What follows belongs to an exercise in optimizing a design on an open flow for small area, a short achievable clock period and few clock cycles per item; a production flow would make more cautious choices.
Only simulation tests tie the RTL to the original design; equivalence was not proved.

==> inputs of ember <==
==> flow/design.v <==
package rc5_pkg;
   localparam logic ENC = 1'b0;
   localparam logic DEC = 1'b1;
   function automatic logic [31:0] rotl32(input logic [31:0] x, input logic [4:0] n);
      logic [31:0] v;
      v = x;
      if (n[0]) v = {v[30:0], v[31]};
      if (n[1]) v = {v[29:0], v[31:30]};
      if (n[2]) v = {v[27:0], v[31:28]};
      if (n[3]) v = {v[23:0], v[31:24]};
      if (n[4]) v = {v[15:0], v[31:16]};
      rotl32 = v;
   endfunction
   function automatic logic [31:0] rev32(input logic [31:0] x);
      for (int i = 0; i < 32; i++) rev32[i] = x[31-i];
   endfunction
endpackage
module rc5_half (
   input  logic        mode,
   input  logic [31:0] x,
   input  logic [31:0] y,
   input  logic [31:0] ke,
   input  logic [31:0] kd,
   output logic [31:0] x_nxt,
   output logic [31:0] y_nxt
);
   logic [31:0] r, sum;
   always_comb begin
      r     = rc5_pkg::rotl32(x, y[4:0]);
      sum   = ((mode == rc5_pkg::DEC) ? y : r)
            + ((mode == rc5_pkg::DEC) ? ~kd : ke)
            + {31'd0, mode == rc5_pkg::DEC};
      y_nxt = (mode == rc5_pkg::DEC) ? rc5_pkg::rev32(r) ^ y : sum;
      x_nxt = (mode == rc5_pkg::DEC) ? rc5_pkg::rev32(sum) : y ^ sum;
   end
endmodule
module rc5_core_param
#(
   parameter  int W    = 32,
   parameter  int R    = 12,
   localparam int KA_W = $clog2(2*R+2)
) (
   input  logic            clock,
   input  logic            reset,
   input  logic            key_we,
   input  logic [KA_W-1:0] key_addr,
   input  logic [W-1:0]    key_wdata,
   output logic            key_err,
   input  logic            in_valid,
   output logic            in_ready,
   input  logic            in_mode,
   input  logic [2*W-1:0]  in_data,
   output logic            out_valid,
   input  logic            out_ready,
   output logic [2*W-1:0]  out_data,
   output logic            out_mode,
   output logic            busy
);
   localparam int NK = 2*R + 2;       
   localparam int NS = 2*R;           
   logic [NK-1:0][31:0] s_tab;
   logic                key_ok, key_wr;
   assign key_ok = !busy && (key_addr <= KA_W'(NK - 1));
   assign key_wr = key_we && key_ok;
   always_ff @(posedge clock) begin
      for (int i = 0; i < NK; i++)
         if (reset || (key_wr && key_addr == KA_W'(i)))
            s_tab[i] <= reset ? 32'd0 : key_wdata;
   end
   always_ff @(posedge clock) begin
      if (reset) key_err <= 1'b0;
      else       key_err <= key_we && !key_ok;
   end
   logic            accept;
   logic [NS:1]     v;                  
   logic [NS:1]     m;                  
   logic [NS:1]     inv;                
   logic [NS:1]     hd;                 
   logic [31:0]     xs [1:NS];
   logic [31:0]     ys [1:NS];
   logic            q_v, q_m, q_inv, q_hd;
   logic [63:0]     q_d;
   logic            blocked, pass_hd;
   assign in_ready = !blocked && !q_v;
   assign accept   = in_valid && in_ready;
   logic [31:0] in_a, in_b, w0_b, w0_a, x1_n, y1_n;
   logic        m0, inv0, hd0;
   logic [31:0] k0, k1, k25;
   assign k0  = (key_wr && key_addr == KA_W'(0))    ? key_wdata : s_tab[0];
   assign k1  = (key_wr && key_addr == KA_W'(1))    ? key_wdata : s_tab[1];
   assign k25 = (key_wr && key_addr == KA_W'(NK-1)) ? key_wdata : s_tab[NK-1];
   always_comb begin
      if (q_v) begin
         in_a = q_d[31:0];
         in_b = q_d[63:32];
         m0   = q_m;
         inv0 = q_inv;
         hd0  = q_hd;
      end else begin
         in_a = in_data[31:0];
         in_b = in_data[63:32];
         m0   = in_mode;
         inv0 = 1'b0;
         hd0  = 1'b0;
      end
      w0_b = in_b + (m0 ? ~k25 : k1) + {31'd0, m0};
      w0_a = in_a + k0;
      x1_n = m0 ? rc5_pkg::rev32(w0_b) : (w0_a ^ w0_b);
      y1_n = m0 ? in_a : w0_b;
   end
   always_ff @(posedge clock) begin
      xs[1]  <= x1_n;
      ys[1]  <= y1_n;
      m[1]   <= m0;
      inv[1] <= inv0;
      hd[1]  <= hd0;
   end
   for (genvar r = 1; r < NS; r++) begin : g_half
      logic [31:0] xn, yn;
      rc5_half u_half (
         .mode  (m[r]),
         .x     (xs[r]),
         .y     (ys[r]),
         .ke    (s_tab[r+1]),
         .kd    (s_tab[NK-1-r]),
         .x_nxt (xn),
         .y_nxt (yn)
      );
      always_ff @(posedge clock) begin
         xs[r+1]  <= xn;
         ys[r+1]  <= yn;
         m[r+1]   <= m[r];
         inv[r+1] <= inv[r];
         hd[r+1]  <= hd[r];
      end
   end
   logic [31:0] r_l, sum_l, dec_b, res_a, res_b;
   always_comb begin
      r_l   = rc5_pkg::rotl32(xs[NS], ys[NS][4:0]);
      sum_l = (m[NS] ? rc5_pkg::rev32(r_l) ^ ys[NS] : r_l)
            + (m[NS] ? ~s_tab[0] : s_tab[NK-1]) + {31'd0, m[NS]};
      dec_b = ys[NS] - s_tab[1];
      res_a = m[NS] ? sum_l : ys[NS];
      res_b = m[NS] ? dec_b : sum_l;
   end
   always_ff @(posedge clock) begin
      if (reset) v <= '0;
      else       v <= {v[NS-1:1], accept || q_v};
   end
   logic o_free, cand, deliver, recirc;
   assign o_free  = !out_valid || out_ready;
   assign cand    = !blocked || hd[NS] || pass_hd;
   assign deliver = v[NS] && !inv[NS] && o_free && cand;
   assign recirc  = v[NS] && !deliver;
   always_ff @(posedge clock) begin
      q_d   <= {res_b, res_a};
      q_m   <= !m[NS];
      q_inv <= !inv[NS];
      q_hd  <= cand;
   end
   always_ff @(posedge clock) begin
      if (reset) begin
         q_v       <= 1'b0;
         out_valid <= 1'b0;
      end else begin
         q_v <= recirc;
         if (o_free) out_valid <= deliver;
      end
   end
   always_ff @(posedge clock) begin
      if (deliver) begin
         out_data <= {res_b, res_a};
         out_mode <= m[NS];
      end
   end
   logic ring_nxt;
   assign ring_nxt = (|v[NS-1:1]) || accept || q_v || recirc;
   always_ff @(posedge clock) begin
      if (reset) begin
         blocked <= 1'b0;
         pass_hd <= 1'b0;
         busy    <= 1'b0;
      end else begin
         blocked <= (blocked || recirc) && ring_nxt;
         if (deliver)             pass_hd <= 1'b1;
         else if (recirc && cand) pass_hd <= 1'b0;
         busy <= ring_nxt;
      end
   end
endmodule
==> flow/flow/run.sh <==
#!/bin/bash
# The standard layout, with one change: synthesis maps the logic with an
# area-oriented ABC script (flow/abc_area_map.script) in place of ORFS's
# speed script. Everything else, registers included, is the standard flow;
# the timing repair steps of the layout then fix the critical paths.
set -euo pipefail
W=$PWD
rm -rf "$W/scripts_mod"
cp -r "$FLOW_HOME/scripts" "$W/scripts_mod"
cp "$W/flow/abc_area_map.script" "$W/scripts_mod/abc_speed.script"
bash "$W/standard.sh" SCRIPTS_DIR="$W/scripts_mod" finish > "$W/standard_flow.log" 2>&1
==> flow/flow/abc_area_map.script <==
strash
dch
map -a
amap
topo
stime -c
==> flow/standard.sh <==
#!/bin/bash
# synth_recipe.tcl (not shown) runs the flow's synth.tcl, then flattens the netlist and writes it again
# the make line also repeats each setting of config.mk as NAME=value (left out here)
make -C /OpenROAD-flow-scripts/flow DESIGN_CONFIG=/design/flow/config.mk WORK_HOME=/design/flow/orfs CLKGATE_MAP_FILE= SYNTH_SCRIPT=/design/flow/synth_recipe.tcl "${@:-finish}"
==> flow/config.mk <==
export PLATFORM = sky130hd
export DESIGN_NAME = rc5_core_param
export DESIGN_NICKNAME = rc5_core_param
export VERILOG_FILES = /design/flow/design.v
export SDC_FILE = /design/flow/constraint.sdc
export NUM_CORES = 4
export LEC_CHECK = 0
export CAP_MARGIN = 20
export CORE_MARGIN = 2
export CORE_UTILIZATION = 58
export CTS_CLUSTER_DIAMETER = 100
export CTS_CLUSTER_SIZE = 30
export SETUP_SLACK_MARGIN = 5
export SLEW_MARGIN = 20
export TNS_END_PERCENT = 100
==> flow/constraint.sdc <==
create_clock -name core_clock -period 12.0 [get_ports {clock}]
set_input_delay 2.4000 -clock core_clock [delete_from_list [all_inputs] [get_ports {clock}]]
set_output_delay 2.4000 -clock core_clock [all_outputs]
set_load 0.01 [all_outputs]
==> inputs of umber, as changes to ember <==
--- a/flow/config.mk
+++ b/flow/config.mk
@@ -9,5 +9,5 @@
 export CORE_MARGIN = 2
-export CORE_UTILIZATION = 58
-export CTS_CLUSTER_DIAMETER = 100
-export CTS_CLUSTER_SIZE = 30
+export CORE_UTILIZATION = 50
+export CTS_CLUSTER_DIAMETER = 90
+export CTS_CLUSTER_SIZE = 25
 export SETUP_SLACK_MARGIN = 5
==> summary.txt <==
In ember the via count is larger than in umber, by about 1.8%. Of umber and ember, ember has the higher first-iteration DRC count (gap 15%, measured against ember). Between ember and umber, the lower die area is in ember (gap 14%, measured against umber). Of umber and ember, umber has the higher worst setup slack (gap 0.092 ns). umber produced a clean layout. ember completed with no timing, DRC or antenna violations. Register-to-register slack: umber is lower than ember (0.04 ns). Between ember and umber, the lower utilization is in umber (gap 8.6 points).
Testbench counts of ember, summed over its fixed seeds: cycles 712, items 512.
Testbench counts of umber, summed over its fixed seeds: cycles 712, items 512.

## afterwards: timing with drivers on the ports
How much do the figures lean on ideal ports? The routed layouts below were timed once more, with nothing changed but the port constraints.
Step 1, drivers: a clkbuf_16 drives clock and a buf_2 each remaining input, both assumed.
Step 2 moves the port delays by t, midway between the first and last clock arrival at a register: inputs arrive t later, outputs are due t later. That takes back most of the time a late clock gives input paths.
Slacks: ideal ports / drivers / drivers and shift; pairs: ideal ports / drivers.
run | t, ns | slack for setup (ns) | clock arrival spread, ns | worst slew at a driven data input, ns
ember | 1.013 | 5.012 / 5.083 / 4.070 | 0.066 / 0.066 | 0.08
umber | 1.053 | 5.103 / 4.872 / 3.819 | 0.093 / 0.094 | 0.41
After both steps setup and hold are still met in every run listed. The setup slack of umber, which loses most, moves by -0.231 ns with the drivers and by -1.284 ns with both steps.
